Context: an optimization exercise on an open-source flow, tuned for small area and a short achievable clock period. The choices shown serve that exercise and are no tape-out recipe.
Where RTL was checked, it was by simulation tests only, not by an equivalence proof against the original.
For runs 5 to 7, only the layout was checked, not whether the RTL still works.
No activity file was given, so power comes from the tool's default toggle rates.

**flow/run.sh**
```bash
#!/bin/bash
# synth_recipe.tcl (not shown) runs the flow's synth.tcl, then flattens the netlist and writes it again
# the make line also repeats each setting of config.mk as NAME=value (left out here)
make -C /OpenROAD-flow-scripts/flow DESIGN_CONFIG=/design/flow/config.mk WORK_HOME=/design/flow/orfs CLKGATE_MAP_FILE= SYNTH_SCRIPT=/design/flow/synth_recipe.tcl finish
```
**flow/config.mk**
```make
export PLATFORM = sky130hd
export DESIGN_NAME = lru_replace_ctrl
export DESIGN_NICKNAME = lru_replace_ctrl
export VERILOG_FILES = /design/flow/design.v
export SDC_FILE = /design/flow/constraint.sdc
export NUM_CORES = 4
export LEC_CHECK = 0
export CAP_MARGIN = 20
export CORE_MARGIN = 2
export CORE_UTILIZATION = 35
export CTS_CLUSTER_DIAMETER = 100
export CTS_CLUSTER_SIZE = 25
export SETUP_SLACK_MARGIN = 4
export SLEW_MARGIN = 20
```
**flow/constraint.sdc**
```tcl
create_clock -name core_clock -period 8.0 [get_ports {clk}]
set_input_delay 1.6000 -clock core_clock [delete_from_list [all_inputs] [get_ports {clk}]]
set_output_delay 1.6000 -clock core_clock [all_outputs]
set_load 0.01 [all_outputs]
```
**flow/design.v**
```verilog
package lru_pkg;
    localparam int WAYS  = 8;
    localparam int IDX_W = 7;
    typedef enum logic [2:0] {
        ST_IDLE   = 3'd0,
        ST_LOOKUP = 3'd1,
        ST_REFILL = 3'd2,
        ST_UPDATE = 3'd3,
        ST_RESP   = 3'd4
    } state_e;
endpackage
module lru_victim_sel #(
    parameter int WAYS = lru_pkg::WAYS
) (
    input  logic [3:0]      i_nvalid,
    input  logic [3:0]      i_first,
    input  logic [3:0]      i_second,
    input  logic [WAYS-1:0] i_lru_flag,
    output logic            o_hit,
    output logic            o_multi_hit,
    output logic [2:0]      o_way_idx,
    output logic            o_notfull
);
    logic [2:0] flag_idx;
    logic       flag_onehot;
    always_comb begin
        o_hit       = (i_first < i_nvalid);
        o_multi_hit = (i_second < i_nvalid);
        flag_onehot = (i_lru_flag != '0) &&
                      ((i_lru_flag & (i_lru_flag - WAYS'(1))) == '0);
        flag_idx    = '0;
        for (int k = 0; k < WAYS; k++) begin
            if (i_lru_flag[k]) flag_idx = flag_idx | 3'(k);
        end
        o_notfull   = !i_nvalid[3];
        if (o_hit)            o_way_idx = i_first[2:0];
        else if (o_notfull)   o_way_idx = i_nvalid[2:0];
        else if (flag_onehot) o_way_idx = flag_idx;
        else                  o_way_idx = 3'd7;
    end
endmodule
module lru_replace_ctrl #(
    parameter int WAYS  = lru_pkg::WAYS,
    parameter int IDX_W = lru_pkg::IDX_W
) (
    input  logic             clk,
    input  logic             rst,
    input  logic             i_req_valid,
    output logic             o_req_ready,
    input  logic [IDX_W-1:0] i_req_addr_7,
    input  logic [WAYS-1:0]  i_req_match_8,
    output logic [IDX_W-1:0] o_lru_addr_7,
    output logic [WAYS-1:0]  o_lru_hit_way_8,
    output logic             o_lru_hit_sig,
    output logic             o_lru_update,
    input  logic [WAYS-1:0]  i_lru_flag_8,
    output logic             o_refill_valid,
    output logic [WAYS-1:0]  o_refill_way_8,
    output logic [IDX_W-1:0] o_refill_addr_7,
    input  logic             i_refill_done,
    output logic             o_resp_valid,
    output logic             o_resp_hit,
    output logic [WAYS-1:0]  o_resp_way_8,
    input  logic             i_resp_ready,
    output logic             o_multi_hit_err
);
    localparam int RINGS = (1 << IDX_W) / 8;
    localparam int RW    = IDX_W - 3;
    function automatic logic [6:0] pair_enc(input logic [3:0] a, input logic [3:0] b);
        if (a[3])      pair_enc = {3'b100, b};
        else if (b[3]) pair_enc = {4'b1100, a[2:0]};
        else           pair_enc = {1'b0, a[2:0], b[2:0]};
    endfunction
    function automatic logic [3:0] pair_a(input logic [6:0] c);
        if (!c[6])     pair_a = {1'b0, c[5:3]};
        else if (!c[5]) pair_a = 4'd8;
        else           pair_a = {1'b0, c[2:0]};
    endfunction
    function automatic logic [3:0] pair_b(input logic [6:0] c);
        if (!c[6])     pair_b = {1'b0, c[2:0]};
        else if (!c[5]) pair_b = c[3:0];
        else           pair_b = 4'd8;
    endfunction
    logic st_idle, st_lookup, st_refill, st_update, st_resp;
    logic [1:0]       ptr_q;
    logic             swept_q;
    logic [IDX_W-1:0] addr_q;
    logic [3:0]       first_q;
    logic [3:0]       second_q;
    logic [3:0]       first_d;
    logic [3:0]       second_d;
    logic [6:0]       ccode_q;
    logic             cclean_q;
    logic [2:0]       way_q;
    logic             hit_q;
    logic             promote_q;
    logic [6:0]       wcode_q;
    logic [6:0]       pc [RINGS][4];
    logic             sel_hit, sel_multi, sel_notfull;
    logic [2:0]       sel_way;
    logic [6:0]       code;
    logic [3:0]       cnt_a, cnt_b, new_a, new_b;
    logic             fill;
    logic [6:0]       new_code;
    logic [6:0]       wr_code;
    logic [RINGS-1:0] we;
    logic [1:0]       rd_pos;
    logic             rd_clean;
    logic [6:0]       rd_code [4];
    always_comb begin
        code  = cclean_q ? ccode_q : 7'd0;
        cnt_a = pair_a(code);
        cnt_b = pair_b(code);
    end
    lru_victim_sel #(.WAYS(WAYS)) u_sel (
        .i_nvalid    (addr_q[0] ? cnt_b : cnt_a),
        .i_first     (first_q),
        .i_second    (second_q),
        .i_lru_flag  (i_lru_flag_8),
        .o_hit       (sel_hit),
        .o_multi_hit (sel_multi),
        .o_way_idx   (sel_way),
        .o_notfull   (sel_notfull)
    );
    always_ff @(posedge clk or posedge rst) begin
        if (rst) begin
            st_idle   <= 1'b1;
            st_lookup <= 1'b0;
            st_refill <= 1'b0;
            st_update <= 1'b0;
            st_resp   <= 1'b0;
            ptr_q     <= '0;
            swept_q   <= 1'b0;
        end else begin
            st_idle   <= (st_idle && !i_req_valid) || (st_resp && i_resp_ready);
            st_lookup <= st_idle && i_req_valid;
            st_refill <= (st_lookup && !sel_hit) || (st_refill && !i_refill_done);
            st_update <= (st_lookup && sel_hit) || (st_refill && i_refill_done);
            st_resp   <= st_update || (st_resp && !i_resp_ready);
            ptr_q     <= ptr_q + 2'd1;
            if (ptr_q == 2'd3) swept_q <= 1'b1;
        end
    end
    always_comb begin
        for (int j = 0; j < 4; j++) begin
            rd_code[j] = pc[i_req_addr_7[IDX_W-1:3]][j];
        end
        rd_pos   = i_req_addr_7[2:1] + ptr_q;
        rd_clean = swept_q || (rd_pos < ptr_q);
        first_d  = 4'd8;
        second_d = 4'd8;
        for (int k = WAYS-1; k >= 0; k--) begin
            if (i_req_match_8[k]) begin
                second_d = first_d;
                first_d  = 4'(k);
            end
        end
    end
    always_ff @(posedge clk) begin
        first_q  <= first_d;
        second_q <= second_d;
        ccode_q  <= rd_code[rd_pos];
        cclean_q <= rd_clean;
        if (st_idle) addr_q <= i_req_addr_7;
        if (st_lookup) begin
            way_q     <= sel_way;
            hit_q     <= sel_hit;
            promote_q <= sel_hit || sel_notfull;
            wcode_q   <= new_code;
        end
    end
    always_comb begin
        fill     = !sel_hit && sel_notfull;
        new_a    = (fill && !addr_q[0]) ? cnt_a + 4'd1 : cnt_a;
        new_b    = (fill &&  addr_q[0]) ? cnt_b + 4'd1 : cnt_b;
        new_code = pair_enc(new_a, new_b);
        wr_code  = st_lookup ? new_code : wcode_q;
        for (int r = 0; r < RINGS; r++) begin
            we[r] = !st_idle && (addr_q[IDX_W-1:3] == RW'(r)) &&
                    (2'(addr_q[2:1] + ptr_q) == 2'd3);
        end
    end
    always_ff @(posedge clk) begin
        for (int r = 0; r < RINGS; r++) begin
            pc[r][0] <= we[r] ? wr_code : (swept_q ? pc[r][3] : 7'd0);
            for (int j = 1; j < 4; j++) begin
                pc[r][j] <= pc[r][j-1];
            end
        end
    end
    logic [WAYS-1:0] way_dec;
    always_comb begin
        for (int k = 0; k < WAYS; k++) begin
            way_dec[k] = (way_q == 3'(k));
        end
        o_req_ready     = st_idle && !rst;
        o_lru_addr_7    = st_idle ? '0 : addr_q;
        o_refill_addr_7 = st_idle ? '0 : addr_q;
        o_multi_hit_err = st_lookup && sel_multi;
        o_refill_valid  = st_refill;
        o_refill_way_8  = st_refill ? way_dec : '0;
        o_lru_update    = st_update;
        o_lru_hit_sig   = st_update && promote_q;
        o_lru_hit_way_8 = (st_update && promote_q) ? way_dec : '0;
        o_resp_valid    = st_resp;
        o_resp_hit      = st_resp && hit_q;
        o_resp_way_8    = st_resp ? way_dec : '0;
    end
endmodule
```
==> summary.txt, run 1 <==
Yosys
  • Async set-reset flop share out of synthesis: 1.629%
  • Top FF cell, synth: dfxtp_1
  • Syn nets: 1456
  • Register area share after synthesis: between 60% and 70%
  • Number of synthesized flops with an enable pin: 12
  • FF+latch count, synth: about 500
  • YS warnings: 4
  • Post-synth cell types: 79
  • Synth top area cells: dfxtp_1 59%, a22oi_1 4.3%, nand3_1 4.0%, o21ai_0 3.0%, a221oi_1 3.0%
  • Synthesized area: 0.01587 mm²
  • Yosys top cell by area: dfxtp_1
  • Mapped Avg Cell Area: 11.19 µm²
  • Mapped Cells: 1418
  • Post-synth top area share: 59.41%

Timing
  • Tmin final: around 4.1 ns
  • Setup Skew: approximately 0.026 ns
  • Fin crit share: between 50% and 60%
  • Max Transition Viols Final: 0
  • Final number of hold-violating endpoints: 0
  • RSZ-0062 raised after global routing: true
  • Setup TNS: 0 ns
  • Achievable Freq: 0.2419 GHz
  • Worst slew pin tran: around 1.1 ns
  • Rel. slew slack: ~27%
  • Final setup vio count: 0

Die
  • Row count: slightly below 80
  • Die area: approximately 0.047 mm²
  • Die Y: 216.9 µm
  • Core box area: 0.04509 mm²
  • Starting Density: 35.20%
  • Die extent in x: 216.9 µm
  • I/O pin cnt: between 70 and 80

Placed design
  • IO buf count: 72
  • DP Wirelength: 31.09 mm
  • GP Congestion: 0.8895

Global route
  • Congestion Overflow GR: 0
  • Antenna violations before repair: 2
  • Total GRT Usage: about a fifth
  • Vias in the first global route: approximately 12000
  • First-pass GRT wire length: 71.93 mm
  • Largest net degree at the start of global routing: 81

Clock tree
  • Clock sink count: 491
  • CTS buffer count: 23
  • CTS tree: built
  • Number of H-tree levels: 1
  • Clock Path Buffers: 3
  • Worst-skew pair later-pin latency: ~0.56 ns
  • Clk slew on worst S/H paths: 0.10 ns
  • CTS Root Cell: clkbuf_16

Run status
  • Status: complete, no violations

Route
  • Met3 wire len: 4.087 mm
  • WL/cell: 23.42 µm
  • Post-Route WL: 48.79 mm
  • Final antenna-violating net count: 0
  • DRC viols: 0
  • Routed vias: 11947
  • WL met1: 21.62 mm
  • Top Layer Used: met4
  • Via/cell ratio: 5.735
  • DRT Pass-1 Iters: 6
  • Met2 WL: around 21 mm
  • DRT iter0 DRCs: 1505

Final layout
  • Util after Layout: 40.79%
  • ANT cells: 0
  • Layout cells sized above 1: 11.73%
  • Post-layout nets: between 1500 and 2000
  • Area grow syn2layout: 15.88%
  • Fill count: 4266

Power
  • Leak: 0.006771 µW
  • Power Density: around 290 mW/mm²
  • Pwr Total: 5310 µW
  • Max IR drop VDD: 0.1341 mV

Worst setup path
  • Critical Path Sink Type: primary output
  • Req. time, crit path: between 6 and 7 ns
  • CP startpoint kind: flip-flop
  • WS Path Type: flip-flop to primary output
  • Max FO, Critical Path: 7
  • Crit path DAT: 2.53 ns

Job
  • Max-cap check violation count: 0

Hold path
  • Hold/Removal Path Class: flip-flop to flip-flop
cell usage after synthesis (5+ instances only):
cell type	number
edfxtp_1	12
o21ai_0	95
and2_1	7
nor3_2	5
buf_4	13
buf_2	12
nand2b_1	16
a22o_1	49
o21ai_1	11
buf_6	5
xnor2_1	5
a22oi_1	91
a21o_1	6
a211oi_1	8
nand3_1	127
a221oi_1	54
or2_2	6
nand2_1	55
o22ai_1	6
nor2_1	65
a21oi_1	16
nor2b_1	13
o221ai_1	6
dfxtp_1	471
inv_1	25
nand4_1	30
o21ai_2	11
a222oi_1	14
dfrtp_1	7
ha_1	9
nor3_1	6
mux2i_1	19
clkbuf_1	67
and3_1	6
final cells by class:
class | instances | area, µm² | area share, %
Tap cell | 600 | 750.7 | 4.082
Timing Repair Buffer | 137 | 1360 | 7.396
Multi-Input combinational cell | 802 | 5569 | 30.28
Clock buffer | 26 | 596.8 | 3.245
Inverter | 26 | 98.84 | 0.5375
Sequential cell | 491 | 10010 | 54.41
Clock inverter | 1 | 8.758 | 0.04763
kinds of logic (layout without fill, tap and decap cells):
logic type	Yosys count	in the layout	synth area share [%]
buffers and inverters	125	190	3.603
adders and majority gates	13	13	1.025
DFF	491	491	62.95
xor gates and xnor gates	7	7	0.3863
AOI/OAI and AO/OA	406	406	19.12
muxes	21	21	1.435
and+or+nand+nor	355	355	11.48
layer usage:
layer / up-vias / GRT usage, %
li1: 5347 / -
met1: 5889 / 27.41
met2: 609 / 31.60
met3: 102 / 3.117
met4: 0 / 6.758
met5: - / 0
registers in the layout (all words and copies together) (netlist names), 2 cells and up:
register	flops
pc	448
addr_q	7
ccode_q	7
wcode_q	7
first_q	4
second_q	4
way_q	3
ptr_q	2
final timing paths:
| kind | depth (start not counted) | slack (ns) | end | startpoint |
|---|---|---|---|---|
| max | 9 | 3.87 | o_multi_hit_err | addr_q[0] |
| min | 0 | 0.34 | pc[18][4] | pc[17][4] |
| max reg2reg | 24 | 3.94 | pc[48][5] | ccode_q[5] |
| min reg2reg | 0 | 0.34 | pc[18][4] | pc[17][4] |
| max in group asynchronous | 2 | 6.38 | st_idle | rst |
| min in group asynchronous | 2 | 1.32 | st_refill | rst |
critical path, cell delays in order (launching register included):
cell,delay (ns)
edfxtp_1,0.52
and3b_1,0.28
or2_4,0.11
a21o_1,0.11
nand2_2,0.06
o21ai_2,0.12
nand2b_1,0.07
maj3_2,0.31
a211oi_2,0.22
buf_2,0.17
cells in the final DEF (no fill, tap or decap), types with 17 or more instances in the layout:
cell / count
a221oi_1: 54
a22o_1: 49
a22oi_1: 91
buf_4: 52
clkbuf_16: 26
clkdlybuf4s50_1: 66
dfxtp_1: 468
inv_1: 25
mux2i_1: 17
nand2_1: 52
nand3_1: 125
nand4_1: 30
nor2_1: 56
o21ai_0: 90
through the flow:
step / hold slack, ns / setup WS, ns / cell area [µm²] / instances
2_1_floorplan: 0.3269 / 4.282 / 15870 / 1418
3_3_place_gp: 0.3339 / 3.297 / 17100 / 2013
3_5_place_dp: 0.3359 / 3.236 / 17110 / 2013
4_1_cts: 0.3507 / 3.841 / 18020 / 2067
5_1_grt: 0.3564 / 3.754 / 18390 / 2083
6_report: 0.3355 / 3.866 / 18390 / 2083
report_power, final:
| group | total, µW | internal (µW) | leakage (µW) | switching (µW) |
|---|---|---|---|---|
| Clock | 1270 | 532 | 0.000298 | 737 |
| Sequential | 3150 | 2870 | 0.00403 | 282 |
| Combinational | 893 | 389 | 0.00245 | 504 |
what timing repair did:
action | in CTS | in global routing
gates resized for setup | 27 | 37
gates cloned | 0 | 3
pin swaps | 8 | 14
hold buffers | 0 | 0
setup endpoints to repair | 74 | 93
setup buffers | 27 | 13
==> inputs of run 2 (changes only) <==
==> flow/flow/run.sh (new file) <==
#!/bin/bash
# The standard layout (the standard.sh, standard synthesis included),
# with the port buffers made of plain buffers and timing repair allowed to
# change a cell's footprint when it resizes it.
bash standard.sh MATCH_CELL_FOOTPRINT=0 "BUFFER_PORTS_ARGS=-buffer_cell sky130_fd_sc_hd__buf_2" finish > standard.log 2>&1
==> flow/standard.sh (new file) <==
#!/bin/bash
# synth_recipe.tcl (not shown) runs the flow's synth.tcl, then flattens the netlist and writes it again
# the make line also repeats each setting of config.mk as NAME=value (left out here)
make -C /OpenROAD-flow-scripts/flow DESIGN_CONFIG=/design/flow/config.mk WORK_HOME=/design/flow/orfs CLKGATE_MAP_FILE= SYNTH_SCRIPT=/design/flow/synth_recipe.tcl "${@:-finish}"
--- a/flow/config.mk
+++ b/flow/config.mk
@@ -9,6 +9,6 @@
 export CORE_MARGIN = 2
 export CORE_UTILIZATION = 35
 export CTS_CLUSTER_DIAMETER = 100
-export CTS_CLUSTER_SIZE = 25
-export SETUP_SLACK_MARGIN = 4
+export CTS_CLUSTER_SIZE = 30
+export SETUP_SLACK_MARGIN = 5.0
 export SLEW_MARGIN = 20
removed: flow/run.sh
==> run 2 against run 1 <==
  * Maximum frequency up 0.73%
  * Count of clock-buffer cells in the layout down 2
  * Sequential power about the same
  * Synthesized cell count unchanged
  * Critical path type unchanged
  * Still clean on timing, DRC and antenna
  * Worst setup slack better by 0.030 ns
==> summary.txt, run 2 <==
Route
  • Routed vias: 12460
  • DRC viols: 0
  • DRT Pass-1 Iters: 6
  • Post-Route WL: ~54 mm
  • WL/cell: ~25 µm
  • Via/cell ratio: 5.779
  • DRT iter0 DRCs: roughly 1600
  • Final antenna-violating net count: 0

Yosys
  • Top post-synthesis cells by count: 471 x dfxtp_1, 127 x nand3_1, 95 x o21ai_0, 91 x a22oi_1, 67 x clkbuf_1
  • Synthesized area: 0.01587 mm²
  • Async set-reset flop share out of synthesis: 1.629%
  • Register area share after synthesis: 62.95%
  • Yosys top cell by area: dfxtp_1
  • Number of synthesized flops with an enable pin: 12
  • YS warnings: 4
  • Post-synth cell types: 79
  • Post-synth top area share: 59.41%
  • Top FF cell, synth: dfxtp_1
  • Mapped Cells: 1418
  • Mapped Avg Cell Area: roughly 11 µm²
  • Syn nets: 1456
  • Most frequent cell after synthesis: dfxtp_1
  • Synth top area cells: dfxtp_1 59%, a22oi_1 4.3%, nand3_1 4.0%, o21ai_0 3.0%, a221oi_1 3.0%
  • FF+latch count, synth: 491

Final layout
  • Largest Register: pc
  • Multi-input gate area: 0.006162 mm²
  • Area grow syn2layout: 22.78%
  • Fill count: 4129
  • Storage element area: 0.01001 mm²
  • Commonest non-fill, non-tap cell in the layout: dfxtp_1
  • Fin area: 0.01949 mm²
  • Layout cells sized above 1: roughly a quarter
  • Post-layout nets: 1589
  • Most frequent cells in the layout: 468 x dfxtp_1, 125 x nand3_1, 89 x o21ai_0
  • Largest register FFs: roughly 450

Worst setup path
  • CP most frequent cell: a21oi_4
  • CP startpoint kind: flip-flop
  • Worst path slowest cell: dfxtp_4
  • Max FO, Critical Path: 5
  • Req. time, crit path: 6.40 ns
  • Crit path DAT: 2.50 ns
  • Cell Chain, Critical Path: inv_1, nand3_2, a21oi_4, a21oi_4, ha_1, o21ai_1, nand2b_1, maj3_2, a211oi_2, buf_2
  • WP buf/inv: 2
  • Max incr delay on CP: ~0.40 ns
  • Delay-heaviest family, CP: adder cells
  • WS Path Type: flip-flop to primary output
  • Critical Path Sink Type: primary output

Run status
  • Status: complete, no violations

Clock tree
  • Clk slew on worst S/H paths: 0.12 ns
  • CTS Root Cell: clkbuf_16
  • Worst-skew pair later-pin latency: 0.57 ns
  • Clock sink count: 491
  • Clock Path Buffers: 3
  • Hold Buf Count CTS: 0
  • Number of H-tree levels: 1
  • CTS tree: built
  • CTS buffer count: 20

Power
  • Clock network fraction of total power: ~23%
  • Leak: roughly 0.0074 µW
  • Cell-internal power: 3784 µW
  • Combinational Power Share: between 10% and 20%
  • Switching Share: 29.72%
  • Switching pwr: 1601 µW
  • Sequential Power Share: 58.2%
  • Max IR drop VDD: around 0.16 mV
  • Power Density: around 280 mW/mm²

Timing
  • Setup TNS: 0 ns
  • Rel. slew slack: 26.76%
  • Max Transition Viols Final: 0
  • RSZ-0062 raised after global routing: true
  • Setup Skew: 0.03707 ns
  • Final number of hold-violating endpoints: 0
  • Final setup vio count: 0
  • Worst slew pin tran: 1.095 ns
  • Tmin final: approximately 4.1 ns
  • Achievable Freq: 0.2437 GHz
  • Fin crit share: 51.30%

Global route
  • Antenna violations before repair: 2
  • Congestion Overflow GR: 0
  • Vias in the first global route: 12208
  • Largest net degree at the start of global routing: 64
  • Total GRT Usage: 21.84%
  • First-pass GRT wire length: 77.30 mm

Placed design
  • IO buf count: 72
  • DP Area: 0.01691 mm²
  • GP Congestion: 0.8874
  • DP Wirelength: around 30 mm

Hold path
  • Hold/Removal Path Class: flip-flop to flip-flop

Die
  • Die area: 0.04706 mm²
  • Row count: 78
  • Starting Density: between 30% and 40%
  • Die Y: 216.9 µm
  • Die extent in x: 216.9 µm
  • Core box area: 0.04509 mm²
  • I/O pin cnt: 73

Job
  • Max-cap check violation count: 0
-- run 2: changes by cell type in the layout (fill, tap and decap cells not counted), moves of 10 or more --
| cell | delta |
|---|---|
| nand2b_1 | -10 |
| buf_4 | +29 |
| nor2_4 | +20 |
| buf_2 | +55 |
| nor2_1 | -17 |
| buf_12 | +20 |
| a221oi_1 | -19 |
| buf_6 | +20 |
| nor2_2 | +10 |
| clkdlybuf4s50_1 | -66 |
| a221oi_2 | +19 |
-- run 2: layout make-up --
cell class / instances / area share [%]
Antenna cell: 1 / 0.01284
Clock buffer: 24 / 2.697
Clock inverter: 2 / 0.1862
Inverter: 26 / 0.5458
Multi-Input combinational cell: 815 / 31.62
Sequential cell: 491 / 51.38
Tap cell: 600 / 3.853
Timing Repair Buffer: 197 / 9.702
-- run 2: timing repair --
item	4_1_cts	5_1_grt
buffers inserted	73	36
gates resized for setup	120	62
cloned	12	6
endpoints found under the setup margin	167	168
pin swaps	33	31
-- run 2: final timing paths --
check,start,to,slack [ns],depth (start not counted)
worst max-delay path,ccode_q[6],o_multi_hit_err,3.90,10
worst min-delay path,pc[34][5],pc[35][5],0.35,0
worst max register to register,addr_q[0],pc[40][4],4.61,10
worst min register to register,pc[34][5],pc[35][5],0.35,0
max in group asynchronous,rst,st_idle,6.73,2
min in group asynchronous,rst,ptr_q[0],0.98,2
-- run 2: through the flow --
stage	hold slack [ns]	instances	total power (µW)	setup WS, ns	utilization, %
final	0.3458	2156	5385	3.896	43.22
after global routing	0.3568	2156	5566	3.765	43.22
after CTS	0.3524	2113	5251	3.869	41.66
after detailed placement	0.3356	2002	3832	3.876	37.51
after global placement	0.3324	2002	3816	3.973	37.51
after floorplan	0.3269	1418	3575	4.624	-
-- run 2: cell families after synthesis --
group | synth area share (%)
flip-flops | 62.95
adder cells (fa/ha/maj) | 1.025
AO/OA/AOI/OAI | 19.12
buffers and inverters | 3.603
multiplexers | 1.435
AND/OR/NAND/NOR | 11.48
XOR/XNOR | 0.3863
-- run 2: power groups by stage --
stage	Sequential [µW]	Clock, µW	Combinational, µW
2_1_floorplan	3070	0	510
3_3_place_gp	3170	0	645
3_5_place_dp	3180	0	657
4_1_cts	3110	1250	887
5_1_grt	3170	1330	1070
6_report	3130	1240	1010
-- run 2: metal layers --
metal / vias up / track usage (%) / routed length [µm]
li1: 5530 / - / -
met1: 6093 / 29.08 / 22360
met5: - / 0 / 8
met4: 2 / 9.521 / 2612
met3: 148 / 3.760 / 5227
met2: 687 / 34.95 / 24260
-- run 2: worst reg2reg max path, cell delays in order (launching register included) --
cell and delay (ns):
edfxtp_1 0.51, or2_2 0.39, a21o_4 0.26, ha_1 0.30
nand2_1 0.08, mux2_4 0.31, o2bb2ai_2 0.19, mux2i_1 0.30
nor4_2 0.09, a21oi_2 0.61, o21ai_0 0.21
==> inputs of run 3 (changes only) <==
--- a/flow/config.mk
+++ b/flow/config.mk
@@ -10,5 +10,5 @@
 export CORE_UTILIZATION = 35
 export CTS_CLUSTER_DIAMETER = 100
 export CTS_CLUSTER_SIZE = 30
-export SETUP_SLACK_MARGIN = 5.0
+export SETUP_SLACK_MARGIN = 4.5
 export SLEW_MARGIN = 20
==> run 3 against run 2 <==
  * Non-clock buffer count is 76 lower
  * Maximum frequency is 1.9% lower
  * Count of clock-buffer cells in the layout is 1 lower
  * Synthesized cell count stayed put
  * Largest power group unchanged
==> summary.txt, run 3 <==
Global route
  • Antenna violations before repair: 0
  • Largest net degree at the start of global routing: 74
  • First-pass GRT wire length: 70.24 mm
  • Vias in the first global route: 11352
  • Congestion Overflow GR: 0
  • Total GRT Usage: around a fifth

Clock tree
  • CTS tree: built
  • Worst-skew pair later-pin latency: 0.55 ns
  • Clock sink count: 491
  • Clk slew on worst S/H paths: 0.11 ns
  • Clock Path Buffers: 3
  • CTS Root Cell: clkbuf_16
  • CTS buffer count: 20
  • Hold Buf Count CTS: 0
  • Number of H-tree levels: 1

Yosys
  • Syn nets: 1456
  • Mapped Avg Cell Area: 11.19 µm²
  • Post-synth top area share: between 50% and 60%
  • Most frequent cell after synthesis: dfxtp_1
  • Top post-synthesis cells by count: 471 x dfxtp_1, 127 x nand3_1, 95 x o21ai_0, 91 x a22oi_1, 67 x clkbuf_1
  • Post-synth cell types: 79
  • Number of synthesized flops with an enable pin: 12
  • YS warnings: 4
  • Yosys top cell by area: dfxtp_1
  • Top FF cell, synth: dfxtp_1
  • Register area share after synthesis: 62.95%
  • Synthesized area: 0.01587 mm²
  • Synth top area cells: dfxtp_1 59%, a22oi_1 4.3%, nand3_1 4.0%, o21ai_0 3.0%, a221oi_1 3.0%
  • FF+latch count, synth: between 400 and 500
  • Mapped Cells: 1418
  • Async set-reset flop share out of synthesis: between 1.5 and 2%

Final layout
  • Most frequent cells in the layout: 468 x dfxtp_1, 126 x nand3_1, 91 x a22oi_1
  • Largest Register: pc
  • Area grow syn2layout: 12.37%
  • Largest register FFs: approximately 450
  • Post-layout nets: 1500
  • Final cell count without fillers: 2065
  • Fin area: approximately 0.018 mm²
  • Layout cells sized above 1: around 16%
  • ANT cells: 0
  • Commonest non-fill, non-tap cell in the layout: dfxtp_1

Timing
  • Setup TNS: 0 ns
  • Rel. slew slack: 23.36%
  • Max Transition Viols Final: 0
  • Worst slew pin tran: approximately 1.1 ns
  • Min Hold Slack: approximately 0.35 ns
  • Fin crit share: between 50% and 60%
  • Final number of hold-violating endpoints: 0
  • Setup Skew: 0.01689 ns
  • Tmin final: 4.183 ns
  • Achievable Freq: 0.2391 GHz
  • Final setup vio count: 0
  • RSZ-0062 raised after global routing: true

Route
  • DRT Pass-1 Iters: 6
  • WL/cell: 23.22 µm
  • Final antenna-violating net count: 0
  • Post-Route WL: 47.96 mm
  • Routed vias: 11678
  • DRC viols: 0
  • DRT iter0 DRCs: 1098
  • Via/cell ratio: about 5.7

Die
  • Die Y: 216.9 µm
  • Core box area: 0.04509 mm²
  • I/O pin cnt: 73
  • Die extent in x: around 220 µm
  • Die area: 0.04706 mm²
  • Starting Density: 35.20%
  • Row count: 78

Worst setup path
  • Delay-heaviest family, CP: simple AND/OR/NAND/NOR gates
  • WS Path Type: flip-flop to primary output
  • Crit path DAT: 2.58 ns
  • CP startpoint kind: flip-flop
  • Max FO, Critical Path: 3
  • Cell Chain, Critical Path: buf_6, and3b_1, or2_2, a21o_1, nand2_2, o21ai_1, nand2b_1, maj3_2, a211oi_2, buf_2
  • Req. time, crit path: roughly 6.4 ns
  • WP buf/inv: 2
  • Max incr delay on CP: 0.47 ns
  • Critical Path Sink Type: primary output
  • Worst path slowest cell: edfxtp_1

Power
  • Switching Share: 28.92%
  • Power Density: between 200 and 300 mW/mm²
  • Sequential Power Share: 60.4%
  • Cell-internal power: 3687 µW
  • Combinational Power Share: 16.1%
  • Max IR drop VDD: 0.1389 mV
  • Switching pwr: 1500 µW
  • Leak: 0.006721 µW
  • Clock network fraction of total power: between 20% and 30%

Placed design
  • GP Congestion: 0.8859
  • IO buf count: 72
  • DP Wirelength: 29.69 mm
  • Placed Cells: 2011
  • DP Area: roughly 0.017 mm²

Job
  • Max-cap check violation count: 0

Hold path
  • Hold/Removal Path Class: flip-flop to flip-flop

Run status
  • Status: complete, no violations
## run 3: cell types whose count changed in the layout (fill, tap and decap cells not counted), sizes merged
cell,delta
buf,-73
clkinvlp,-1
inv,+1
nor2,-13
clkbuf,-4
diode,-1
## run 3: timing repair
item	CTS	global route
setup endpoints to repair	127	126
pin swaps	8	17
gates cloned	0	1
setup buffers	14	14
gates resized for setup	15	47
## run 3: routing by layer
layer	global-route usage (%)	vias to the layer above	routed length, µm
met1	26.40	5677	20920
met4	5.845	0	1555
met2	31.92	570	21580
met3	3.550	97	3902
met5	0	-	0
li1	-	5334	-
## run 3: layout make-up
type | instances | area, µm²
fillers | 4334 | 27250
flip-flops and latches | 491 | 10010
multi-input cells | 802 | 5555
repair buffers | 121 | 853.3
well taps | 600 | 750.7
clock buffers | 23 | 533.0
inverters | 26 | 110.1
clock inverters | 2 | 25.02
## run 3: power by group through the flow
stage	logic [µW]	registers, µW	clock network [µW]
after global placement	634	3180	0
after CTS	728	3120	1230
final	834	3130	1220
after floorplan	487	3060	0
after global routing	897	3170	1310
after detailed placement	650	3180	0
## run 3: path summary, 6_finish.rpt
kind | startpoint | endpoint | slack, ns | cells after the start
max | addr_q[0] | o_multi_hit_err | 3.82 | 10
min | pc[28][3] | pc[29][3] | 0.35 | 0
max reg2reg | ccode_q[5] | pc[36][5] | 4.11 | 21
min reg2reg | pc[28][3] | pc[29][3] | 0.35 | 0
max in group asynchronous | rst | st_idle | 6.69 | 2
min in group asynchronous | rst | st_resp | 1.00 | 2
## run 3: logic make-up (layout without fill, tap and decap cells)
kind of cell / count (synthesis) / in the layout / share of synthesized area [%]
multiplexers: 21 / 21 / 1.435
XOR/XNOR: 7 / 7 / 0.3863
adder cells (fa/ha/maj): 13 / 13 / 1.025
AND/OR/NAND/NOR: 355 / 355 / 11.48
AO/OA/AOI/OAI: 406 / 406 / 19.12
buffers and inverters: 125 / 172 / 3.603
flip-flops: 491 / 491 / 62.95
## run 3: stage by stage
step | setup WS [ns] | total power, µW | utilization [%]
6_report | 3.817 | 5188 | 39.55
5_1_grt | 3.702 | 5378 | 39.55
4_1_cts | 3.794 | 5081 | 38.82
3_5_place_dp | 3.890 | 3827 | 37.14
3_3_place_gp | 3.921 | 3811 | 37.12
2_1_floorplan | 4.501 | 3550 | -
==> inputs of run 4 (changes only) <==
--- a/flow/config.mk
+++ b/flow/config.mk
@@ -10,5 +10,5 @@
 export CORE_UTILIZATION = 35
 export CTS_CLUSTER_DIAMETER = 100
 export CTS_CLUSTER_SIZE = 30
-export SETUP_SLACK_MARGIN = 4.5
+export SETUP_SLACK_MARGIN = 4
 export SLEW_MARGIN = 20
==> run 4 against run 3 <==
  * Critical path type unchanged
  * Global-route usage down 0.19 points
  * Wire length down 3.4%
  * First-iteration DRC count up 42%
  * Worst setup slack better by 0.068 ns
  * Critical endpoint unchanged
  * Register-to-register slack better by 0.13 ns
  * Still clean on timing, DRC and antenna
  * Sequential power about the same
==> summary.txt, run 4 <==
Placed design
  • IO buf count: 72
  • GP Congestion: between 0.8 and 0.9
  • DP Wirelength: just over 30 mm
  • Pre-CTS WS: 3.794 ns

Yosys
  • Mapped Cells: between 1000 and 1500
  • Synthesized area: approximately 0.016 mm²
  • FF+latch count, synth: ~490
  • Most frequent cell after synthesis: dfxtp_1
  • Async set-reset flop share out of synthesis: under 10%
  • Post-synth top area share: 59.41%
  • YS warnings: 4
  • Top post-synthesis cells by count: 471 x dfxtp_1, 127 x nand3_1, 95 x o21ai_0, 91 x a22oi_1, 67 x clkbuf_1
  • Register area share after synthesis: 62.95%
  • Mapped Avg Cell Area: about 11 µm²
  • Syn nets: 1456
  • Top FF cell, synth: dfxtp_1
  • Number of synthesized flops with an enable pin: 12
  • Post-synth cell types: 79
  • Synth top area cells: dfxtp_1 59%, a22oi_1 4.3%, nand3_1 4.0%, o21ai_0 3.0%, a221oi_1 3.0%
  • Yosys top cell by area: dfxtp_1

Hold path
  • Hold/Removal Path Class: flip-flop to flip-flop
  • Hold path start: pc[20][2]

Die
  • Starting Density: 35.20%
  • Die extent in x: about 220 µm
  • Row count: 78
  • I/O pin cnt: 73
  • Die area: 0.04706 mm²
  • Core box area: 0.04509 mm²
  • Die Y: 216.9 µm

Timing
  • Final setup vio count: 0
  • Worst slew pin tran: around 1.1 ns
  • Fin crit share: 51.44%
  • Tmin final: 4.115 ns
  • RSZ-0062 raised after global routing: true
  • Final number of hold-violating endpoints: 0
  • Achievable Freq: 0.2430 GHz
  • Final worst slack: about 4 ns
  • Max Transition Viols Final: 0
  • Rel. slew slack: between 20 and 30%
  • Setup Skew: 0.02228 ns
  • Setup TNS: 0 ns

Route
  • Post-Route WL: around 46 mm
  • DRT iter0 DRCs: 1561
  • Routed vias: 11603
  • Via/cell ratio: 5.660
  • DRT Pass-1 Iters: 6
  • WL/cell: 22.60 µm
  • DRC viols: 0
  • Final antenna-violating net count: 0

Final layout
  • Largest register FFs: 448
  • Area grow syn2layout: 10.24%
  • Most frequent cells in the layout: 468 x dfxtp_1, 126 x nand3_1, 94 x o21ai_0
  • Largest Register: pc
  • ANT cells: 0
  • Commonest non-fill, non-tap cell in the layout: dfxtp_1
  • Layout cells sized above 1: 13.59%
  • Post-layout nets: 1485

Worst setup path
  • Req. time, crit path: 6.40 ns
  • Max FO, Critical Path: 3
  • CP startpoint: ccode_q[6]
  • Launch point of the worst reg-to-reg path: addr_q[0]
  • Critical Path Sink Type: primary output
  • Delay-heaviest family, CP: adder cells
  • Crit path DAT: 2.52 ns
  • Max incr delay on CP: 0.41 ns
  • Cell Chain, Critical Path: buf_6, nand4_1, a21oi_2, a21oi_4, ha_1, o21ai_1, nand2b_1, maj3_2, a211oi_2, buf_2
  • Worst path slowest cell: dfxtp_4
  • WS Path Type: flip-flop to primary output
  • WP buf/inv: 2
  • CP startpoint kind: flip-flop

Clock tree
  • Worst-skew pair later-pin latency: 0.56 ns
  • CTS Root Cell: clkbuf_16
  • Hold Buf Count CTS: 0
  • Clock sink count: between 400 and 500
  • Clk slew on worst S/H paths: around 0.11 ns
  • CTS tree: built
  • Number of H-tree levels: 1
  • CTS buffer count: 20
  • Clock Path Buffers: 3

Power
  • Leak: ~0.0066 µW
  • Max IR drop VDD: 0.1208 mV
  • Power Density: just under 300 mW/mm²
  • Cell-internal power: 3612 µW
  • Switching pwr: between 1000 and 1500 µW
  • Switching Share: 28.61%
  • Clock network fraction of total power: 24.0%
  • Sequential Power Share: slightly above 60%
  • Combinational Power Share: 14.3%

Global route
  • Vias in the first global route: 11520
  • Largest net degree at the start of global routing: 61
  • First-pass GRT wire length: 70.12 mm
  • Congestion Overflow GR: 0
  • Total GRT Usage: between 15 and 20%
  • Antenna violations before repair: 0

Run status
  • Status: complete, no violations

Job
  • Max-cap check violation count: 0
run 4: cell counts after synthesis:
Identical to the previous run, type by type.
run 4: repair_timing:
item                                    4_1_cts  5_1_grt
resized for setup                            20        0
buffers inserted                             10        4
pin swaps                                     5        5
endpoints found under the setup margin       40       72
hold endpoints to repair                      0        0
run 4: area by class of cell:
cell class | count | area, µm²
tap | 600 | 750.7
fill | 4338 | 27590
clock inverter | 2 | 32.53
inverter | 26 | 97.59
sequential | 491 | 10010
timing repair buffer | 106 | 673.1
multi-input combinational | 802 | 5414
clock buffer | 23 | 521.8
run 4: path summary, 6_finish.rpt:
path                       slack, ns  cells past startpoint               to
max                             3.88                     10  o_multi_hit_err
min reg2reg                     0.34                      0        pc[21][2]
max reg2reg                     4.24                     14        pc[24][0]
min in group asynchronous       0.98                      2        st_refill
min                             0.34                      0        pc[21][2]
max in group asynchronous       6.73                      2          st_idle
run 4: through the flow:
step                      std cells  utilization [%]  total power [µW]  instance area (µm²)  hold WS [ns]
after CTS                      2046            38.63              5016                17420        0.3416
after global routing           2050            38.80              5256                17500        0.3395
after detailed placement       2011            37.10              3825                16730        0.3363
final                          2050            38.80              5060                17500        0.3417
after floorplan                1418                -              3548                15870        0.3269
after global placement         2011            37.10              3818                16730        0.3324
run 4: cell families after synthesis:
group                      Yosys count  share of synthesized area, %
DFF                                491                         62.95
muxes                               21                         1.435
AOI/OAI and AO/OA                  406                         19.12
adders and majority gates           13                         1.025
buffers and inverters              125                         3.603
xor gates and xnor gates             7                        0.3863
and+or+nand+nor                    355                         11.48
run 4: layer usage:
layer	global-route usage (%)	part of all wire, %	vias up
li1	-	-	5299
met1	25.74	43	5625
met2	32.47	46	568
met3	2.823	7.4	111
met4	6.142	3.5	0
met5	0	0	-
run 4: power groups by stage:
stage          Clock (µW)  Combinational (µW)  Sequential [µW]
5_1_grt              1300                 789             3160
6_report             1210                 722             3130
4_1_cts              1220                 674             3120
2_1_floorplan           0                 485             3060
3_3_place_gp            0                 641             3180
3_5_place_dp            0                 649             3180
==> inputs of run 5 (changes only) <==
--- a/flow/design.v
+++ b/flow/design.v
@@ -12,6 +12,7 @@
 module lru_victim_sel #(
     parameter int WAYS = lru_pkg::WAYS
 ) (
+    input  logic            i_clean,
     input  logic [3:0]      i_nvalid,
     input  logic [3:0]      i_first,
     input  logic [3:0]      i_second,
@@ -32,8 +33,9 @@
         for (int k = 0; k < WAYS; k++) begin
             if (i_lru_flag[k]) flag_idx = flag_idx | 3'(k);
         end
-        o_notfull   = !i_nvalid[3];
+        o_notfull   = !(i_clean && i_nvalid[3]);
         if (o_hit)            o_way_idx = i_first[2:0];
+        else if (!i_clean)    o_way_idx = 3'd0;
         else if (o_notfull)   o_way_idx = i_nvalid[2:0];
         else if (flag_onehot) o_way_idx = flag_idx;
         else                  o_way_idx = 3'd7;
@@ -91,6 +93,7 @@
     logic [3:0]       second_d;
     logic [6:0]       ccode_q;
     logic             cclean_q;
+    logic             odd_q;
     logic [2:0]       way_q;
     logic             hit_q;
     logic             promote_q;
@@ -113,7 +116,8 @@
         cnt_b = pair_b(code);
     end
     lru_victim_sel #(.WAYS(WAYS)) u_sel (
-        .i_nvalid    (addr_q[0] ? cnt_b : cnt_a),
+        .i_clean     (cclean_q),
+        .i_nvalid    (odd_q ? pair_b(ccode_q) : pair_a(ccode_q)),
         .i_first     (first_q),
         .i_second    (second_q),
         .i_lru_flag  (i_lru_flag_8),
@@ -155,12 +159,17 @@
                 first_d  = 4'(k);
             end
         end
+        if (!rd_clean) begin
+            first_d  = 4'd8;
+            second_d = 4'd8;
+        end
     end
     always_ff @(posedge clk) begin
         first_q  <= first_d;
         second_q <= second_d;
         ccode_q  <= rd_code[rd_pos];
         cclean_q <= rd_clean;
+        odd_q    <= i_req_addr_7[0];
         if (st_idle) addr_q <= i_req_addr_7;
         if (st_lookup) begin
             way_q     <= sel_way;
@@ -171,8 +180,8 @@
     end
     always_comb begin
         fill     = !sel_hit && sel_notfull;
-        new_a    = (fill && !addr_q[0]) ? cnt_a + 4'd1 : cnt_a;
-        new_b    = (fill &&  addr_q[0]) ? cnt_b + 4'd1 : cnt_b;
+        new_a    = (fill && !odd_q) ? cnt_a + 4'd1 : cnt_a;
+        new_b    = (fill &&  odd_q) ? cnt_b + 4'd1 : cnt_b;
         new_code = pair_enc(new_a, new_b);
         wr_code  = st_lookup ? new_code : wcode_q;
         for (int r = 0; r < RINGS; r++) begin
--- a/flow/config.mk
+++ b/flow/config.mk
@@ -5,6 +5,7 @@
 export SDC_FILE = /design/flow/constraint.sdc
 export NUM_CORES = 4
 export LEC_CHECK = 0
+export ABC_AREA = 1
 export CAP_MARGIN = 20
 export CORE_MARGIN = 2
 export CORE_UTILIZATION = 35
==> run 5 against run 4 <==
  * Sequential power down 4%
  * Synthesized cell count up 24%
  * Count of clock-buffer cells in the layout up 1
  * Highest routed layer is now met5
  * Largest cell class unchanged
  * Still clean on timing, DRC and antenna
==> summary.txt, run 5 <==
Route
  • Routed vias: 12757
  • Final antenna-violating net count: 0
  • DRT iter0 DRCs: approximately 1300
  • WL/cell: 21.09 µm
  • Via/cell ratio: 5.265
  • Post-Route WL: 51.11 mm
  • DRT Pass-1 Iters: 5
  • DRC viols: 0

Worst setup path
  • Max incr delay on CP: ~0.4 ns
  • Max FO, Critical Path: 5
  • Crit Reg-Reg Endpoint: pc[36][0]
  • Critical Path Sink Type: primary output
  • Launch point of the worst reg-to-reg path: odd_q
  • CP startpoint: ccode_q[6]
  • Req. time, crit path: ~6.4 ns
  • R2R cell count: 13
  • CP startpoint kind: flip-flop
  • Cell Chain, Critical Path: inv_2, nand2_2, o21ai_4, o21ai_2, ha_1, o21ai_0, inv_1, o211a_1, a2111oi_4, buf_2
  • WS Path Type: flip-flop to primary output
  • Worst path slowest cell: dfxtp_4
  • Crit path DAT: 2.36 ns
  • Reg2Reg Setup Slack: 4.72 ns
  • Crit path capture: o_multi_hit_err

Global route
  • Antenna violations before repair: 1
  • Largest net degree at the start of global routing: 45
  • First-pass GRT wire length: 75.40 mm
  • Total GRT Usage: 21.00%
  • Vias in the first global route: approximately 12000
  • Congestion Overflow GR: 0

Clock tree
  • Clk slew on worst S/H paths: 0.11 ns
  • CTS Root Cell: clkbuf_16
  • Clock sink count: ~500
  • Number of H-tree levels: 1
  • CTS buffer count: 20
  • Hold Buf Count CTS: 0
  • Worst-skew pair later-pin latency: approximately 0.56 ns
  • Clock Path Buffers: 3
  • CTS tree: built

Yosys
  • Top post-synthesis cells by count: 500 x nand2_1, 472 x dfxtp_1, 114 x nor2_1, 112 x inv_1, 102 x nand3_1
  • Post-synth cell types: between 50 and 60
  • YS warnings: 4
  • Yosys top cell by area: dfxtp_1
  • Syn nets: 1794
  • Synthesized area: around 0.016 mm²
  • Most frequent cell after synthesis: nand2_1
  • FF+latch count, synth: 492
  • Mapped Cells: approximately 1800
  • Top FF cell, synth: dfxtp_1
  • Register area share after synthesis: 61.73%
  • Mapped Avg Cell Area: 9.246 µm²
  • Post-synth top area share: just under 60%
  • Async set-reset flop share out of synthesis: 1.626%
  • Synth top area cells: dfxtp_1 58%, nand2_1 12%, nand3_1 3.1%, a22o_1 3.1%, a221oi_1 2.7%
  • Number of synthesized flops with an enable pin: 12

Timing
  • Worst slew pin tran: roughly 1.2 ns
  • Rel. slew slack: between 10% and 20%
  • Final setup vio count: 0
  • Setup TNS: 0 ns
  • Final number of hold-violating endpoints: 0
  • Setup Skew: slightly below 0.03 ns
  • Min Hold Slack: approximately 0.34 ns
  • Max Transition Viols Final: 0
  • Achievable Freq: approximately 0.25 GHz
  • RSZ-0062 raised after global routing: true
  • Tmin final: 3.957 ns
  • Fin crit share: about half

Final layout
  • Post-layout nets: around 1900
  • Fill count: 4549
  • Area grow syn2layout: 10.61%
  • Largest Register: pc
  • Largest register FFs: 448
  • Commonest non-fill, non-tap cell in the layout: nand2_1
  • Layout cells sized above 1: 10.37%
  • Most frequent cells in the layout: 499 x nand2_1, 467 x dfxtp_1, 111 x inv_1

Power
  • Leak: 0.007553 µW
  • Power Density: between 200 and 300 mW/mm²
  • Max IR drop VDD: around 0.14 mV

Die
  • Die Y: 219.3 µm
  • Starting Density: a little over a third
  • I/O pin cnt: 73
  • Die extent in x: 219.3 µm
  • Row count: 78
  • Core box area: between 0.04 and 0.05 mm²
  • Die area: between 0.04 and 0.05 mm²

Placed design
  • DP Wirelength: 35.56 mm
  • IO buf count: 72
  • GP Congestion: 0.9066

Run status
  • Status: complete, no violations

Job
  • Max-cap check violation count: 0

Hold path
  • Hold/Removal Path Class: flip-flop to flip-flop
run 5: changes by cell type after synthesis, moves of 16 or more:
cell	delta
inv_1	+87
clkbuf_1	-21
nor2_1	+49
a22oi_1	-90
nand2b_1	-16
mux2i_1	-19
o21ai_0	-52
a31oi_1	+17
nand2_1	+445
nand3_1	-25
nand4_1	+20
a21oi_1	+30
run 5: how the worst min path moves through the flow:
stage,start,endpoint,slack (ns),cells after the start
floorplan,pc[9][0],pc[10][0],0.33,0
global placement,pc[26][3],pc[27][3],0.33,0
detailed placement,pc[1][6],pc[2][6],0.34,0
CTS,pc[5][6],pc[6][6],0.34,0
global route,pc[12][3],pc[13][3],0.34,0
finish,pc[5][6],pc[6][6],0.34,0
run 5: layout make-up:
type,count,area (µm²),share of cell area [%]
Antenna cell,1,2.502,0.01395
Clock buffer,24,536.8,2.992
Clock inverter,1,20.02,0.1116
Inverter,122,461.7,2.574
Multi-Input combinational cell,1079,5539,30.88
Sequential cell,492,10030,55.89
Tap cell,600,750.7,4.185
Timing Repair Buffer,104,600.6,3.348
run 5: cells by family after synthesis:
| kind of cell | after synthesis | synth area share (%) |
|---|---|---|
| and+or+nand+nor | 807 | 21.06 |
| DFF | 492 | 61.73 |
| AOI/OAI and AO/OA | 254 | 11.26 |
| buffers and inverters | 183 | 4.652 |
| adders and majority gates | 13 | 1.034 |
| xor gates and xnor gates | 5 | 0.2700 |
run 5: worst max-delay path: cells and delay by family, from the launching register on:
family / cells / cell delay (ns)
AOI/OAI and AO/OA: 5 / 0.76
DFF: 1 / 0.40
buffers and inverters: 3 / 0.33
adders and majority gates: 1 / 0.25
and+or+nand+nor: 1 / 0.08
run 5: metal layers:
metal  GRT usage (%)  share of wire [%]  vias to the layer above  wire (µm)
li1                -                  -                     5987          -
met1           28.44                 44                     6126      22300
met2           34.04                 45                      538      22880
met3           3.105                7.7                      104       3936
met4           7.500                3.9                        2       1976
met5               0              0.025                        -         13
run 5: power by group:
| part | internal [µW] | switching (µW) | leakage [µW] |
|---|---|---|---|
| combinational | 162 | 374 | 0.00324 |
| sequential | 2800 | 205 | 0.00404 |
| clock | 487 | 742 | 0.000272 |
run 5: through the flow:
step                      total power [µW]  instances  setup slack, ns  utilization, %  cell area [µm²]
after global routing                  4951       2422            3.930           39.35            17930
after detailed placement              3562       2393            3.762           37.92            17280
after CTS                             4761       2420            4.002           39.28            17900
after floorplan                       3327       1754            4.309               -            16220
after global placement                3553       2393            3.797           37.91            17280
final                                 4770       2423            4.043           39.36            17940
run 5: what timing repair did:
item,in CTS,in global routing
resized for setup,17,5
endpoints found under the setup margin,1,1
hold endpoints to repair,0,0
setup buffers,2,1
pin swaps,1,2
==> inputs of run 6 (changes only) <==
--- a/flow/config.mk
+++ b/flow/config.mk
@@ -11,5 +11,5 @@
 export CORE_UTILIZATION = 35
 export CTS_CLUSTER_DIAMETER = 100
 export CTS_CLUSTER_SIZE = 30
-export SETUP_SLACK_MARGIN = 4
+export SETUP_SLACK_MARGIN = 4.4
 export SLEW_MARGIN = 20
==> run 6 against run 5 <==
  * Clock power about the same
  * Design area barely moved
  * Sequential share of layout area hardly changed
  * Global-route usage rose by 0.24 points
  * Power is 0.31% higher
==> summary.txt, run 6 <==
Run status
  • Status: complete, no violations

Worst setup path
  • Cell Chain, Critical Path: inv_1, nor2_1, o22ai_2, ha_1, o211a_1, a2111oi_4, buf_2
  • R2R cell count: 17
  • CP startpoint: odd_q
  • Worst path slowest cell: dfxtp_4
  • Req. time, crit path: about 6.4 ns
  • Stages on worst setup path: 7
  • Crit Reg-Reg Endpoint: pc[52][5]
  • Launch point of the worst reg-to-reg path: ccode_q[5]
  • CP startpoint kind: flip-flop
  • Crit path DAT: around 2.3 ns
  • Delay-heaviest family, CP: compound AO/OA/AOI/OAI gates
  • Max incr delay on CP: 0.42 ns
  • WS Path Type: flip-flop to primary output
  • Reg2Reg Setup Slack: ~4.9 ns
  • Critical Path Sink Type: primary output
  • WP buf/inv: 2
  • Crit path capture: o_multi_hit_err
  • Max FO, Critical Path: 8

Yosys
  • Synthesized area: around 0.016 mm²
  • Post-synth cell types: 53
  • Top FF cell, synth: dfxtp_1
  • FF+latch count, synth: 492
  • Number of synthesized flops with an enable pin: 12
  • Most frequent cell after synthesis: nand2_1
  • Register area share after synthesis: 61.73%
  • Mapped Avg Cell Area: 9.246 µm²
  • Async set-reset flop share out of synthesis: ~1.6%
  • Top post-synthesis cells by count: 500 x nand2_1, 472 x dfxtp_1, 114 x nor2_1, 112 x inv_1, 102 x nand3_1
  • Synth top area cells: dfxtp_1 58%, nand2_1 12%, nand3_1 3.1%, a22o_1 3.1%, a221oi_1 2.7%
  • YS warnings: 4
  • Yosys top cell by area: dfxtp_1
  • Mapped Cells: 1754
  • Syn nets: approximately 1800
  • Post-synth top area share: between 50% and 60%

Die
  • Core box area: 0.04558 mm²
  • I/O pin cnt: 73
  • Die extent in x: 219.3 µm
  • Starting Density: a little over a third
  • Row count: 78
  • Die area: between 0.04 and 0.05 mm²
  • Die Y: around 220 µm

Clock tree
  • Clock Path Buffers: 3
  • CTS Root Cell: clkbuf_16
  • Number of H-tree levels: 1
  • CTS buffer count: 20
  • Clock sink count: 492
  • Clk slew on worst S/H paths: 0.11 ns
  • CTS tree: built
  • Worst-skew pair later-pin latency: 0.56 ns

Timing
  • Achievable Freq: about 0.26 GHz
  • Max Transition Viols Final: 0
  • Fin crit share: 49.01%
  • Final number of hold-violating endpoints: 0
  • Final setup vio count: 0
  • Setup Skew: 0.02421 ns
  • Tmin final: 3.921 ns
  • RSZ-0062 raised after global routing: true
  • Final worst slack: slightly above 4 ns
  • Worst slew pin tran: 1.321 ns
  • Rel. slew slack: between 10% and 20%
  • Setup TNS: 0 ns

Final layout
  • Largest Register: pc
  • Final cell count without fillers: approximately 2400
  • Largest register FFs: 448
  • Post-layout nets: 1859
  • Area grow syn2layout: 10.72%
  • Most frequent cells in the layout: 499 x nand2_1, 467 x dfxtp_1, 111 x inv_1
  • Commonest non-fill, non-tap cell in the layout: nand2_1
  • Layout cells sized above 1: 10.59%

Power
  • Combinational Power Share: 11.2%
  • Clock network fraction of total power: 25.9%
  • Sequential Power Share: 62.8%
  • Switching pwr: 1334 µW
  • Power Density: 266.5 mW/mm²
  • Leak: 0.007553 µW
  • Switching Share: 27.89%
  • Cell-internal power: 3450 µW
  • Max IR drop VDD: 0.1270 mV

Placed design
  • GP Congestion: 0.9268
  • Pre-CTS WS: 3.996 ns
  • IO buf count: 72
  • Placed Cells: 2393
  • DP Wirelength: 35.93 mm

Hold path
  • Hold/Removal Path Class: flip-flop to flip-flop

Route
  • Post-Route WL: between 50 and 60 mm
  • WL/cell: approximately 21 µm
  • Final antenna-violating net count: 0
  • Via/cell ratio: 5.280
  • DRC viols: 0
  • DRT Pass-1 Iters: 5
  • DRT iter0 DRCs: roughly 1400
  • Routed vias: 12793

Global route
  • Congestion Overflow GR: 0
  • Vias in the first global route: 12265
  • Largest net degree at the start of global routing: 45
  • Antenna violations before repair: 0
  • First-pass GRT wire length: between 70 and 80 mm
  • Total GRT Usage: 21.23%

Job
  • Max-cap check violation count: 0
[run 6: power groups by stage]
stage	combinational, µW	clock (µW)	sequential [µW]
floorplan	358	0	2970
global placement	506	0	3050
detailed placement	514	0	3050
CTS	528	1250	3000
global route	585	1330	3040
finish	538	1240	3010
[run 6: worst reg2reg max path, cell delays in order (launching register included)]
cell	delay, ns
dfxtp_4	0.38
inv_1	0.12
nor2_2	0.07
nor2_2	0.12
o31ai_4	0.10
buf_4	0.17
ha_1	0.29
nand2_1	0.06
inv_1	0.05
nand2_1	0.06
nand2_2	0.20
nand3_1	0.21
nand2_1	0.11
nand2_1	0.10
o21ai_2	0.55
nand2_4	0.22
nand2_1	0.12
o31ai_1	0.06
[run 6: cell type report]
cell class | count | area (µm²)
Tap cell | 600 | 750.7
Inverter | 122 | 461.7
Multi-Input combinational cell | 1079 | 5554
Timing Repair Buffer | 104 | 600.6
Sequential cell | 492 | 10030
Clock buffer | 24 | 536.8
Clock inverter | 1 | 20.02
Antenna cell | 1 | 2.502
Fill cell | 4533 | 27620
[run 6: stage by stage]
stage	hold WS, ns	utilization, %	power, µW	instance area (µm²)
3_3_place_gp	0.3333	37.95	3554	17300
5_1_grt	0.3465	39.39	4956	17950
4_1_cts	0.3384	39.37	4774	17940
2_1_floorplan	0.3308	-	3327	16220
3_5_place_dp	0.3350	37.95	3565	17300
6_report	0.3330	39.39	4784	17950
[run 6: timing repair]
action,in CTS,in global routing
buffers inserted,4,0
endpoints found under the setup margin,1,1
hold buffers,0,0
gates resized for setup,20,2
pin swaps,2,1
[run 6: worst min path at each step]
stage | startpoint | to | slack [ns] | cells after the start
after floorplan | pc[9][0] | pc[10][0] | 0.33 | 0
final | pc[54][3] | pc[55][3] | 0.33 | 0
after CTS | pc[54][3] | pc[55][3] | 0.34 | 0
after global routing | pc[54][3] | pc[55][3] | 0.35 | 0
after global placement | pc[57][3] | pc[58][3] | 0.33 | 0
after detailed placement | pc[26][1] | pc[27][1] | 0.34 | 0
[run 6: metal layers]
layer  wire length (µm)  GRT usage [%]  up-vias  share of wire (%)
li1                   -              -     5980                  -
met3               4470          3.673       85                8.7
met4               2011          7.770        0                3.9
met5                  0              0        -                  0
met1              22640          29.42     6158                 44
met2              22520          33.14      570                 44
[run 6: logic make-up (layout without fill, tap and decap cells)]
family,count (synthesis),in the layout,synth area share (%)
simple gates,807,807,21.06
flops,492,492,61.73
compound gates,254,254,11.26
buf+inv,183,251,4.652
fa+ha+maj,13,13,1.034
xor+xnor,5,5,0.2700
other cells,0,1,0
==> inputs of run 7 (changes only) <==
--- a/flow/design.v
+++ b/flow/design.v
@@ -15,10 +15,8 @@
     input  logic            i_clean,
     input  logic [3:0]      i_nvalid,
     input  logic [3:0]      i_first,
-    input  logic [3:0]      i_second,
     input  logic [WAYS-1:0] i_lru_flag,
     output logic            o_hit,
-    output logic            o_multi_hit,
     output logic [2:0]      o_way_idx,
     output logic            o_notfull
 );
@@ -26,7 +24,6 @@
     logic       flag_onehot;
     always_comb begin
         o_hit       = (i_first < i_nvalid);
-        o_multi_hit = (i_second < i_nvalid);
         flag_onehot = (i_lru_flag != '0) &&
                       ((i_lru_flag & (i_lru_flag - WAYS'(1))) == '0);
         flag_idx    = '0;
@@ -88,9 +85,11 @@
     logic             swept_q;
     logic [IDX_W-1:0] addr_q;
     logic [3:0]       first_q;
-    logic [3:0]       second_q;
+    logic [8:1]       sec_lt_q;
     logic [3:0]       first_d;
     logic [3:0]       second_d;
+    logic [8:1]       sec_lt_d;
+    logic             is8, use_hi, lt_hi, lt_lo;
     logic [6:0]       ccode_q;
     logic             cclean_q;
     logic             odd_q;
@@ -119,13 +118,18 @@
         .i_clean     (cclean_q),
         .i_nvalid    (odd_q ? pair_b(ccode_q) : pair_a(ccode_q)),
         .i_first     (first_q),
-        .i_second    (second_q),
         .i_lru_flag  (i_lru_flag_8),
         .o_hit       (sel_hit),
-        .o_multi_hit (sel_multi),
         .o_way_idx   (sel_way),
         .o_notfull   (sel_notfull)
     );
+    always_comb begin
+        is8       = ccode_q[6] && (ccode_q[5] ? odd_q : (!odd_q || ccode_q[3]));
+        use_hi    = !ccode_q[6] && !odd_q;
+        lt_hi     = (ccode_q[5:3] == 3'd0) ? 1'b0 : sec_lt_q[ccode_q[5:3]];
+        lt_lo     = (ccode_q[2:0] == 3'd0) ? 1'b0 : sec_lt_q[ccode_q[2:0]];
+        sel_multi = is8 ? sec_lt_q[8] : (use_hi ? lt_hi : lt_lo);
+    end
     always_ff @(posedge clk or posedge rst) begin
         if (rst) begin
             st_idle   <= 1'b1;
@@ -163,10 +167,13 @@
             first_d  = 4'd8;
             second_d = 4'd8;
         end
+        for (int k = 1; k <= 8; k++) begin
+            sec_lt_d[k] = (second_d < 4'(k));
+        end
     end
     always_ff @(posedge clk) begin
         first_q  <= first_d;
-        second_q <= second_d;
+        sec_lt_q <= sec_lt_d;
         ccode_q  <= rd_code[rd_pos];
         cclean_q <= rd_clean;
         odd_q    <= i_req_addr_7[0];
==> run 7 against run 6 <==
  * Still clean
  * Count of clock-buffer cells in the layout rose by 3
  * Critical path depth rose by 2
  * Die area up 2.5%
  * Area after synthesis is 2.6% higher
  * Maximum frequency down 0.25%
  * Via count increased by 4.3%
  * Worst setup slack got worse by 0.0099 ns
  * Design area increased by 2.4%
  * Global-route usage shrank 0.32 points
  * Register-to-register slack got worse by 0.09 ns
  * Largest power group unchanged
==> summary.txt, run 7 <==
Timing
  • Worst slew pin tran: 1.234 ns
  • Max Transition Viols Final: 0
  • Setup Skew: 0.02503 ns
  • Final number of hold-violating endpoints: 0
  • Rel. slew slack: 17.43%
  • Final setup vio count: 0
  • Achievable Freq: approximately 0.25 GHz
  • Fin crit share: about 49%
  • RSZ-0062 raised after global routing: true
  • Tmin final: 3.930 ns
  • Setup TNS: 0 ns

Worst setup path
  • Critical Path Sink Type: primary output
  • Crit path DAT: 2.33 ns
  • Max FO, Critical Path: 4
  • Crit path capture: o_multi_hit_err
  • Reg2Reg Setup Slack: 4.82 ns
  • Launch point of the worst reg-to-reg path: ptr_q[0]
  • Delay-heaviest family, CP: flip-flops
  • Stages on worst setup path: 9
  • WS Path Type: flip-flop to primary output
  • CP startpoint kind: flip-flop
  • Cell Chain, Critical Path: inv_6, ha_2, xnor2_2, nor3b_2, o221ai_1, nand3_1, o211ai_1, inv_1, buf_6
  • WP buf/inv: 3
  • Max incr delay on CP: 0.43 ns
  • Worst path slowest cell: dfxtp_4
  • Req. time, crit path: 6.40 ns
  • CP startpoint: ccode_q[3]
  • Crit Reg-Reg Endpoint: pc[0][3]
  • R2R cell count: 11

Yosys
  • Simple-Gate Fraction of Synth Area: a little under a quarter
  • Post-synth cell types: 57
  • YS warnings: 4
  • Synth Area in Compound Gates: approximately a tenth
  • Synth Area in Adders: 1.023%
  • Mapped Cells: 1843
  • Top post-synthesis cells by count: 557 x nand2_1, 476 x dfxtp_1, 126 x inv_1, 123 x nor2_1, 112 x nand3_1
  • Top FF cell, synth: dfxtp_1
  • Largest family of logic cells by synthesized area: simple AND/OR/NAND/NOR gates
  • Number of synthesized flops with an enable pin: 12
  • Post-synth top area share: 57.28%
  • Post-Synth XOR/XNOR Area: 0.4212%
  • Register area share after synthesis: 60.66%
  • Synthesized area: 0.01663 mm²
  • Post-synthesis mux area share: 0%
  • Syn nets: ~1900
  • Most frequent cell after synthesis: nand2_1
  • Synth top area cells: dfxtp_1 57%, nand2_1 13%, nand3_1 3.4%, a22o_1 3.0%, inv_1 2.8%
  • FF+latch count, synth: 496
  • Yosys top cell by area: dfxtp_1
  • Mapped Avg Cell Area: about 9 µm²
  • Async set-reset flop share out of synthesis: between 1.5 and 2%

Power
  • Leak: 0.007849 µW
  • Switching Share: 28.73%
  • Switching pwr: 1432 µW
  • Power Density: 270.9 mW/mm²
  • Pwr Total: 4983 µW
  • Max IR drop VDD: between 0.1 and 0.15 mV
  • Clock network fraction of total power: roughly 25%
  • Cell-internal power: between 3000 and 4000 µW
  • Sequential Power Share: 61.8%
  • Combinational Power Share: 13.0%

Route
  • Met3 wire len: 4.462 mm
  • WL met1: 23.46 mm
  • DRT iter0 DRCs: 1390
  • Final antenna-violating net count: 0
  • Met2 WL: 22.84 mm
  • Routed vias: 13341
  • DRT Pass-1 Iters: 5
  • WL/cell: approximately 21 µm
  • DRC viols: 0
  • Post-Route WL: 52.68 mm
  • Top Layer Used: met4
  • Via/cell ratio: 5.292

Final layout
  • Largest register FFs: ~450
  • Post-layout nets: 1948
  • Commonest non-fill, non-tap cell in the layout: nand2_1
  • Largest Register: pc
  • Area grow syn2layout: 10.57%
  • Fill count: approximately 4700
  • Final cell count without fillers: ~2500
  • Layout cells sized above 1: between 10% and 20%
  • Most frequent cells in the layout: 557 x nand2_1, 472 x dfxtp_1, 123 x inv_1
  • Util after Layout: 39.34%
  • Fin area: approximately 0.018 mm²
  • Largest regs: pc (448), sec_lt_q (8)

Placed design
  • GP Congestion: around 0.96
  • DP Area: approximately 0.018 mm²
  • Placed Cells: 2485
  • DP Wirelength: ~37 mm
  • IO buf count: 72

Clock tree
  • CTS Root Cell: clkbuf_16
  • Number of H-tree levels: 1
  • Clock Path Buffers: 3
  • Clock sink count: 496
  • CTS tree: built
  • CTS buffer count: 20
  • Worst-skew pair later-pin latency: 0.56 ns
  • Clk slew on worst S/H paths: 0.11 ns

Die
  • Core box area: 0.04675 mm²
  • Die extent in x: around 220 µm
  • Row count: just under 80
  • I/O pin cnt: 73
  • Starting Density: between 30% and 40%
  • Die area: 0.04929 mm²
  • Die Y: 222.0 µm

Global route
  • Vias in the first global route: between 10000 and 15000
  • Congestion Overflow GR: 0
  • First-pass GRT wire length: 78.40 mm
  • Largest net degree at the start of global routing: 32
  • Antenna violations before repair: 2
  • Total GRT Usage: about a fifth

Job
  • Max-cap check violation count: 0

Run status
  • Status: complete, no violations

Hold path
  • Hold/Removal Path Class: flip-flop to flip-flop
[run 7: cell types whose count changed after synthesis, sizes merged, moves of 4 or more]
| cell | change |
|---|---|
| inv | +14 |
| o22ai | +10 |
| buf | +9 |
| a31oi | -15 |
| nor2 | +8 |
| nand3 | +13 |
| a221oi | -7 |
| clkbuf | -10 |
| nand2 | +60 |
| dfxtp | +4 |
[run 7: worst reg2reg max path, cell delays in order, from the launching register on]
cell     delay, ns
dfrtp_1       0.44
ha_1          0.23
xnor2_1       0.15
nand2_1       0.24
nor3_1        0.22
inv_1         0.10
nor2_1        0.78
inv_1         0.15
nand2_1       0.37
inv_1         0.24
nand2_1       0.10
nand2_1       0.08
[run 7: stage by stage]
stage | hold WS, ns | setup WS [ns]
floorplan | 0.3269 | 4.631
global placement | 0.3332 | 3.833
detailed placement | 0.3350 | 3.863
CTS | 0.3517 | 4.066
global route | 0.3582 | 4.031
finish | 0.3501 | 4.070
[run 7: final cells by class]
class	count	area [µm²]	share of cell area [%]
diodes	1	2.502	0.01361
clock buffers	27	558.0	3.034
clock inverters	1	16.27	0.08844
inverters	137	535.5	2.912
multi-input cells	1150	5823	31.66
flip-flops and latches	496	10110	54.95
well taps	607	759.5	4.129
repair buffers	102	591.8	3.218
[run 7: worst min-delay path by stage]
stage                     startpoint   endpoint  depth (start not counted)
after floorplan            pc[36][3]  pc[37][3]                          0
after global placement     pc[54][5]  pc[55][5]                          0
after detailed placement   pc[61][4]  pc[62][4]                          0
after CTS                  pc[61][4]  pc[62][4]                          0
after global routing       pc[12][6]  pc[13][6]                          0
final                      pc[30][0]  pc[31][0]                          0
[run 7: power by group through the flow]
stage | Sequential [µW] | Combinational, µW | Clock [µW]
6_report | 3080 | 650 | 1250
3_5_place_dp | 3120 | 609 | 0
5_1_grt | 3120 | 712 | 1360
2_1_floorplan | 3030 | 442 | 0
4_1_cts | 3070 | 629 | 1270
3_3_place_gp | 3120 | 598 | 0
[run 7: kinds of logic after synthesis]
family                   count (synthesis)
AO/OA/AOI/OAI                          236
XOR/XNOR                                 8
other                                    1
flip-flops                             496
buffers and inverters                  197
adder cells (fa/ha/maj)                 13
AND/OR/NAND/NOR                        892
[run 7: routing by layer]
metal  GRT usage (%)  vias up
li1                -     6206
met1           28.87     6437
met2           33.02      594
met3           3.432      104
met4           7.541        0
met5               0        -
[run 7: repair_timing]
action | CTS | global route
pin swaps | 4 | 8
hold buffers | 0 | 0
setup endpoints to repair | 1 | 7
setup buffers | 6 | 1
resized for setup | 20 | 11

## what the ideal ports hide
How much do the figures lean on ideal ports? The routed layouts below were timed once more, with nothing changed but the port constraints.
Step 1, drivers: a clkbuf_16 drives clk and a buf_2 each remaining input, both assumed.
Step 2 times the ports against the registers' clock, not the clock port: input delays grow and output delays shrink by t, the midpoint of the rising clock arrivals with the driver on.
Three values: ideal ports, drivers, drivers and shift; two values: the first two.
run | shift t [ns] | setup WS [ns]
run 1 | 0.599 | 3.866 / 3.816 / 3.679
run 2 | 0.606 | 3.896 / 3.845 / 4.348
run 3 | 0.592 | 3.817 / 3.763 / 4.012
run 4 | 0.603 | 3.885 / 3.835 / 3.658
run 5 | 0.596 | 4.043 / 3.990 / 4.006
run 6 | 0.608 | 4.079 / 4.024 / 3.972
run 7 | 0.607 | 4.070 / 4.012 / 3.930
After both steps setup and hold are still met in every run listed.
